This is an optimization exercise on Yosys and OpenROAD, whose aim is small area, a short achievable clock period and few clock cycles, not a production implementation. Where RTL was checked, it was by simulation tests only, not by an equivalence proof against the original. No activity file was given, so power comes from the tool's default toggle rates.

Design euclidean_distance_unit, start of the top module:
module euclidean_distance_unit
(
    input  logic                              clk,
    input  logic                              rst_n,
    input  logic                              s_axis_tvalid,
    output logic                              s_axis_tready,
    input  logic [edu_pkg::TDATA_IN_W-1:0]    s_axis_tdata,
    input  logic                              s_axis_tlast,
    output logic                              m_axis_tvalid,
    input  logic                              m_axis_tready,
    output logic [edu_pkg::TDATA_OUT_W-1:0]   m_axis_tdata,
    output logic                              m_axis_tuser
);
    localparam int EW    = edu_pkg::ELEM_W;
    localparam int AW    = edu_pkg::ACC_W;
    localparam int LW    = edu_pkg::LO_W;
    localparam int HW    = edu_pkg::HI_W;
    localparam int RW    = edu_pkg::ROOT_W;
    localparam int MW    = edu_pkg::REM_W;
    localparam int FB    = 4;                    
    localparam int KL    = 0;                    
    localparam int BW    = AW - 2 * FB;          
    localparam int RADW  = BW - 2 * KL;          
    localparam int STEPS = RW - FB - KL;         
    localparam int TW    = LW + 2;               
    logic              rdy_reg;
    logic              accept;
    logic [EW:0]       diff;
    logic [EW:0]       da_reg;
    logic              va_reg, lasta_reg;
    assign accept = s_axis_tvalid && rdy_reg;
    assign diff   = {s_axis_tdata[EW-1], s_axis_tdata[EW-1:0]}
                  - {s_axis_tdata[2*EW-1], s_axis_tdata[2*EW-1:EW]};
    always_ff @(posedge clk)
    begin
        da_reg    <= accept ? diff : '0;
        lasta_reg <= s_axis_tlast;
    end
    logic [TW-1:0]     row_s, row_c;
    logic [TW-1:0]     rsb_reg, rcb_reg;
    logic              vb_reg, lastb_reg;
    edu_sq_tree u_sq
    (
        .d     (da_reg),
        .row_s (row_s),
        .row_c (row_c)
    );
    always_ff @(posedge clk)
    begin
  ...
clock: 8.0 ns
lec_check: 0
cap_margin: 20
core_margin: 2
core_utilization: 60
place_density: 0.75
setup_slack_margin: 4.9
slew_margin: 20
run.sh (not shown) runs the stock make flow with config.mk's settings and CLKGATE_MAP_FILE= SYNTH_SCRIPT=/design/flow/synth_recipe.tcl, a recipe that flattens the netlist after the stock synthesis.
The starting point finished with timing, DRC and antenna clean.
Testbench counts at the start, summed over its fixed seeds: cycles 22,995.
Then changed:
--- a/flow/config.mk
+++ b/flow/config.mk
@@ -9,5 +9,7 @@
 export CORE_MARGIN = 2
 export CORE_UTILIZATION = 60
+export CTS_CLUSTER_DIAMETER = 60
+export CTS_CLUSTER_SIZE = 30
 export PLACE_DENSITY = 0.75
-export SETUP_SLACK_MARGIN = 4.9
+export SETUP_SLACK_MARGIN = 4.6
 export SLEW_MARGIN = 20
Worst hold slack improved by 0.0080 ns.
Register-to-register slack barely changes.
Wire length goes down by a few percent.
Critical path depth goes down by 1.
Total power goes down by a few percent.
Then changed:
--- a/flow/config.mk
+++ b/flow/config.mk
@@ -6,9 +6,8 @@
 export NUM_CORES = 4
 export LEC_CHECK = 0
+export ABC_CLOCK_PERIOD_IN_PS = 3400
 export CAP_MARGIN = 20
 export CORE_MARGIN = 2
 export CORE_UTILIZATION = 60
-export CTS_CLUSTER_DIAMETER = 60
-export CTS_CLUSTER_SIZE = 30
 export PLACE_DENSITY = 0.75
 export SETUP_SLACK_MARGIN = 4.6
Worst setup slack improved by 0.022 ns.
Design area grows by 0.79%.
Synthesized cell count does not change.
Maximum frequency climbs by 0.64%.
Global-route usage drops by 0.37 points.
Area after synthesis stays the same.
Via count stays flat.
Routed wire length came out lower by 0.61%.
Power goes up by 0.84%.
Then changed:
--- a/flow/config.mk
+++ b/flow/config.mk
@@ -6,5 +6,4 @@
 export NUM_CORES = 4
 export LEC_CHECK = 0
-export ABC_CLOCK_PERIOD_IN_PS = 3400
 export CAP_MARGIN = 20
 export CORE_MARGIN = 2
@@ -13,2 +12,3 @@
 export SETUP_SLACK_MARGIN = 4.6
 export SLEW_MARGIN = 20
+export TNS_END_PERCENT = 10
=> Combinational power shrinks by about 3%. Final area drops by 1.9%. Synthesized cell count is unchanged. Die area does not change. Sequential power stays flat. Synthesized area stays the same.

north:
Another version of the RTL of euclidean_distance_unit (not shown whole).
Size in the first run: about 2200 cells after synthesis, about 64 I/O pins, ~0.019 mm² of cells after synthesis.
Settings: LEC_CHECK=0, CAP_MARGIN=20, CORE_MARGIN=2, CORE_UTILIZATION=60, PLACE_DENSITY=0.75, SETUP_SLACK_MARGIN=5.0, SLEW_MARGIN=20; clock period 8.0 ns.
Looking at the reports, north completed the entire flow and the layout it produced met the timing, DRC and antenna checks.
Here is what was changed in the inputs of south compared with north.
# north
export LEC_CHECK = 0
export CAP_MARGIN = 20
export CORE_MARGIN = 2
export CORE_UTILIZATION = 60
export PLACE_DENSITY = 0.75
export SETUP_SLACK_MARGIN = 5.0
export SLEW_MARGIN = 20
create_clock -name core_clock -period 8.0 [get_ports {clk}]
# south
export LEC_CHECK = 0
export CAP_MARGIN = 20
export CORE_MARGIN = 2
export CORE_UTILIZATION = 60
export PLACE_DENSITY = 0.75
export SETUP_SLACK_MARGIN = 4.6
export SLEW_MARGIN = 20
create_clock -name core_clock -period 8.0 [get_ports {clk}]
==> comparison <==
- south finished all stages; the layout is clean.
- north tops out at a higher clock frequency than south.
- The fraction of power spent switching nets was comparable across north and south.
- south vs north — total vias in the final route dropped 3.7%.
- Delta (south minus north): sequential standard cell area went down by about 1%; total power went down by 5.5%.
No functional check of the RTL was part of any run of this note.

euclidean_distance_unit, a different RTL version from the one above (not shown whole).
Size in the first run: roughly 1900 cells after synthesis, about 280 flip-flops, ~64 I/O pins, about 18000 sq um of cells after synthesis.
clock: 8.0 ns
lec_check: 0
cap_margin: 20
core_margin: 2
core_utilization: 60
place_density: 0.75
setup_slack_margin: 4.6
slew_margin: 20
standard.sh (not shown) runs the stock make flow with config.mk's settings and CLKGATE_MAP_FILE= SYNTH_SCRIPT=/design/flow/synth_recipe.tcl, a recipe that flattens the netlist after the stock synthesis.
==> flow/flow/run.sh <==
#!/bin/bash
# Layout: the standard flow, with the port buffers made as buf_2
# cells instead of the delay buffers buffer_ports picks by itself.
set -euo pipefail
export BUFFER_PORTS_ARGS="-buffer_cell sky130_fd_sc_hd__buf_2"
bash standard.sh > standard.log 2>&1
The first run produced a clean layout.
Testbench counts at the start, summed over its fixed seeds: cycles 22,995.
Change:
--- a/flow/config.mk
+++ b/flow/config.mk
@@ -10,4 +10,6 @@
 export CORE_UTILIZATION = 60
+export CTS_CLUSTER_DIAMETER = 60
+export CTS_CLUSTER_SIZE = 30
 export PLACE_DENSITY = 0.75
-export SETUP_SLACK_MARGIN = 4.6
+export SETUP_SLACK_MARGIN = 4.7
 export SLEW_MARGIN = 20
Effect: Cell area increases by about 0.9%. Setup slack improves by 0.091 ns. Global-route usage increases by 0.53 points. Die area is unchanged. Non-clock buffer count increases by 12. Clock skew increases by 0.0031 ns. Sequential power hardly moves. First-iteration DRC count decreases by about 7%. Fmax increases by 2.8%. Sequential share of layout area decreases by 0.24 points. Wire length increases by about 0.6%.
Change:
==> flow/run.sh (new file) <==
#!/bin/bash
# synth_recipe.tcl (not shown) runs the flow's synth.tcl, then flattens the netlist and writes it again
# the make line also repeats each setting of config.mk as NAME=value (left out here)
make -C /OpenROAD-flow-scripts/flow DESIGN_CONFIG=/design/flow/config.mk WORK_HOME=/design/flow/orfs CLKGATE_MAP_FILE= SYNTH_SCRIPT=/design/flow/synth_recipe.tcl finish
--- a/flow/config.mk
+++ b/flow/config.mk
@@ -10,6 +10,4 @@
 export CORE_UTILIZATION = 60
-export CTS_CLUSTER_DIAMETER = 60
-export CTS_CLUSTER_SIZE = 30
 export PLACE_DENSITY = 0.75
-export SETUP_SLACK_MARGIN = 4.7
+export SETUP_SLACK_MARGIN = 4.6
 export SLEW_MARGIN = 20
removed: flow/flow/run.sh
removed: flow/standard.sh
After rerunning: Synthesized cell count does not change. Power rises by a few percent. Fmax falls by a few percent. Clock power rises by about a fifth.
Change:
==> flow/flow/run.sh (new file) <==
#!/bin/bash
# Layout: the standard flow, with the port buffers made as buf_2
# cells instead of the delay buffers buffer_ports picks by itself.
set -euo pipefail
export BUFFER_PORTS_ARGS="-buffer_cell sky130_fd_sc_hd__buf_2"
bash standard.sh > standard.log 2>&1
==> flow/standard.sh (new file) <==
#!/bin/bash
# synth_recipe.tcl (not shown) runs the flow's synth.tcl, then flattens the netlist and writes it again
# the make line also repeats each setting of config.mk as NAME=value (left out here)
make -C /OpenROAD-flow-scripts/flow DESIGN_CONFIG=/design/flow/config.mk WORK_HOME=/design/flow/orfs CLKGATE_MAP_FILE= SYNTH_SCRIPT=/design/flow/synth_recipe.tcl "${@:-finish}"
--- a/flow/config.mk
+++ b/flow/config.mk
@@ -10,4 +10,6 @@
 export CORE_UTILIZATION = 60
+export CTS_CLUSTER_DIAMETER = 60
+export CTS_CLUSTER_SIZE = 30
 export PLACE_DENSITY = 0.75
-export SETUP_SLACK_MARGIN = 4.6
+export SETUP_SLACK_MARGIN = 4.85
 export SLEW_MARGIN = 20
removed: flow/run.sh
Clock skew is higher by 0.012 ns.
Count of clock-buffer cells in the layout is lower by 10.
Cell count barely changes.
Change:
--- a/flow/config.mk
+++ b/flow/config.mk
@@ -13,3 +13,3 @@
 export PLACE_DENSITY = 0.75
-export SETUP_SLACK_MARGIN = 4.85
+export SETUP_SLACK_MARGIN = 4.6
 export SLEW_MARGIN = 20
After rerunning:
- The changed run completed without violations
- sequential power barely changes
- setup slack gets worse by 0.12 ns
- final cell count drops by 0.88%
- worst hold slack improved by 0.0034 ns
- fmax fell by 3.6%
- synthesized cell count is unchanged
- design area came out lower by 3.3%
Change:
==> flow/flow/run.sh (replaced) <==
#!/bin/bash
# Layout: the standard flow, with the port buffers made as buf_1
# cells instead of the delay buffers buffer_ports picks by itself.
set -euo pipefail
export BUFFER_PORTS_ARGS="-buffer_cell sky130_fd_sc_hd__buf_1"
bash standard.sh > standard.log 2>&1
--- a/flow/config.mk
+++ b/flow/config.mk
@@ -10,4 +10,2 @@
 export CORE_UTILIZATION = 60
-export CTS_CLUSTER_DIAMETER = 60
-export CTS_CLUSTER_SIZE = 30
 export PLACE_DENSITY = 0.75
Via count came out higher by about 0.9%.
Worst setup slack got worse by 0.028 ns.
Routed wire length goes down by about 2.2%.
Clock-buffer cell count grows by 19.
Global-route usage is about the same.
Register-to-register slack is worse by 0.03 ns.

Another version of the RTL of euclidean_distance_unit (not shown whole).
Size: about 2000 cells after synthesis, roughly 280 flip-flops, roughly 64 I/O pins, roughly 18000 sq um of cells after synthesis.
export LEC_CHECK = 0
export CAP_MARGIN = 20
export CORE_MARGIN = 2
export CORE_UTILIZATION = 60
export CTS_CLUSTER_DIAMETER = 60
export CTS_CLUSTER_SIZE = 30
export PLACE_DENSITY = 0.75
export SETUP_SLACK_MARGIN = 4.6
export SLEW_MARGIN = 20
create_clock -name core_clock -period 8.0 [get_ports {clk}]
==> flow/flow/run.sh <==
#!/bin/bash
# Layout: the standard flow, with the port buffers made as buf_2
# cells instead of the delay buffers buffer_ports picks by itself.
set -euo pipefail
export BUFFER_PORTS_ARGS="-buffer_cell sky130_fd_sc_hd__buf_2"
bash standard.sh > standard.log 2>&1
The starting point completed with no timing, DRC or antenna violations.
Then changed:
Settings changed: CTS_BUF_LIST set to sky130_fd_sc_hd__clkbuf_8, CTS_CLUSTER_SIZE 30 to 20, SETUP_SLACK_MARGIN 4.6 to 4.7.
After rerunning: The new run ran to the end with no violations; clock power fell by a quarter to a third; sequential share of layout area is higher by 0.27 points; non-clock buffer count grows by 25; via count is about the same; total power came out lower by a few percent; die area does not change; worst setup slack gains 0.10 ns.
Then changed:
Settings changed: SETUP_SLACK_MARGIN 4.7 to 4.6.
After rerunning: The changed run finished with timing, DRC and antenna clean. Clock skew went up by 0.012 ns. Cell count went down by 0.73%. Wire length went down by 2.0%.
No run of this note included a check of the RTL's function; only the layout flow was run.

RTL: one of the versions met above, not the one the previous note started from.
Size: ~1900 cells after synthesis, ~280 flip-flops, about 64 I/O pins, about 0.018 sq mm of cells after synthesis.
export LEC_CHECK = 0
export CAP_MARGIN = 20
export CORE_MARGIN = 2
export CORE_UTILIZATION = 60
export CTS_BUF_LIST = sky130_fd_sc_hd__clkbuf_8
export CTS_CLUSTER_DIAMETER = 60
export CTS_CLUSTER_SIZE = 20
export PLACE_DENSITY = 0.75
export SETUP_SLACK_MARGIN = 4.7
export SLEW_MARGIN = 20
create_clock -name core_clock -period 8.0 [get_ports {clk}]
Scripts as last shown in full above: flow/flow/run.sh
The first run passed the timing, DRC and antenna checks.
Testbench counts at the start, summed over its fixed seeds: cycles 22,995.
Edit:
Settings changed: SETUP_SLACK_MARGIN 4.7 to 4.6.
Routed wire length fell slightly.
Total power is lower by a few percent.
Design area falls slightly.
Sequential cell count does not change.
Core utilization drops by 0.96 points.
Hold slack gets better by 18 ps.
Synthesized cell count stays the same.
Maximum frequency came out lower by a few percent.
Worst setup slack gets worse by 120 ps.

## static timing again, ports no longer ideal
How much do the figures lean on ideal ports? The routed layouts below were timed once more, with nothing changed but the port constraints.
Step 1 sets driving cells, clkbuf_16 on the clock port and buf_2 on the other inputs (assumed; they add their load-dependent delay and slew).
Step 2 adds t to the input delays and takes it off the output delays; t is the mean of the earliest and latest rising clock arrival at the registers after step 1. Input paths then give back, and output paths get back, about the clock's delay inside the block.
Slacks: no drivers / after step 1 / after step 2; pairs: no drivers / after step 1.
| run | t, ns | slack for setup (ns) | hold WS [ns] | clock arrival spread, ns |
|---|---|---|---|---|
| the first run of note 1 | 0.599 | 4.600 / 4.600 / 4.144 | 0.327 / 0.327 / 0.327 | 0.018 / 0.018 |
| the second run of note 1 | 0.595 | 4.606 / 4.603 / 4.073 | 0.335 / 0.335 / 0.335 | 0.034 / 0.034 |
| the third run of note 1 | 0.594 | 4.628 / 4.601 / 4.100 | 0.342 / 0.342 / 0.342 | 0.032 / 0.032 |
| the fourth run of note 1 | 0.593 | 4.487 / 4.487 / 3.933 | 0.345 / 0.345 / 0.345 | 0.031 / 0.031 |
| north | 0.567 | 4.749 / 4.758 / 4.191 | 0.362 / 0.362 / 0.362 | 0.024 / 0.023 |
| south | 0.564 | 4.709 / 4.710 / 4.174 | 0.366 / 0.366 / 0.366 | 0.016 / 0.017 |
| the first run of note 3 | 0.597 | 4.696 / 4.696 / 4.232 | 0.346 / 0.346 / 0.346 | 0.027 / 0.026 |
| the second run of note 3 | 0.581 | 4.787 / 4.787 / 4.329 | 0.344 / 0.344 / 0.344 | 0.028 / 0.027 |
| the third run of note 3 | 0.601 | 4.667 / 4.646 / 4.090 | 0.333 / 0.333 / 0.333 | 0.014 / 0.014 |
| the fourth run of note 3 | 0.576 | 4.834 / 4.834 / 4.365 | 0.351 / 0.351 / 0.351 | 0.026 / 0.026 |
| the fifth run of note 3 | 0.574 | 4.716 / 4.716 / 4.224 | 0.354 / 0.354 / 0.354 | 0.045 / 0.044 |
| the sixth run of note 3 | 0.597 | 4.688 / 4.688 / 4.259 | 0.327 / 0.327 / 0.327 | 0.022 / 0.023 |
| the first run of note 4 | 0.622 | 4.670 / 4.670 / 4.117 | 0.333 / 0.333 / 0.333 | 0.039 / 0.038 |
| the second run of note 4 | 0.615 | 4.771 / 4.769 / 4.154 | 0.342 / 0.342 / 0.342 | 0.030 / 0.030 |
| the third run of note 4 | 0.636 | 4.706 / 4.706 / 4.128 | 0.336 / 0.336 / 0.336 | 0.047 / 0.046 |
| the first run of note 5 | 0.601 | 4.804 / 4.804 / 4.338 | 0.338 / 0.338 / 0.338 | 0.027 / 0.027 |
| the second run of note 5 | 0.617 | 4.683 / 4.683 / 4.250 | 0.356 / 0.356 / 0.356 | 0.029 / 0.029 |
After both steps every run listed still meets setup and hold. For the second run of note 4, which loses most, drivers alone change the setup slack by -0.002 ns; drivers and shift together by -0.617 ns.
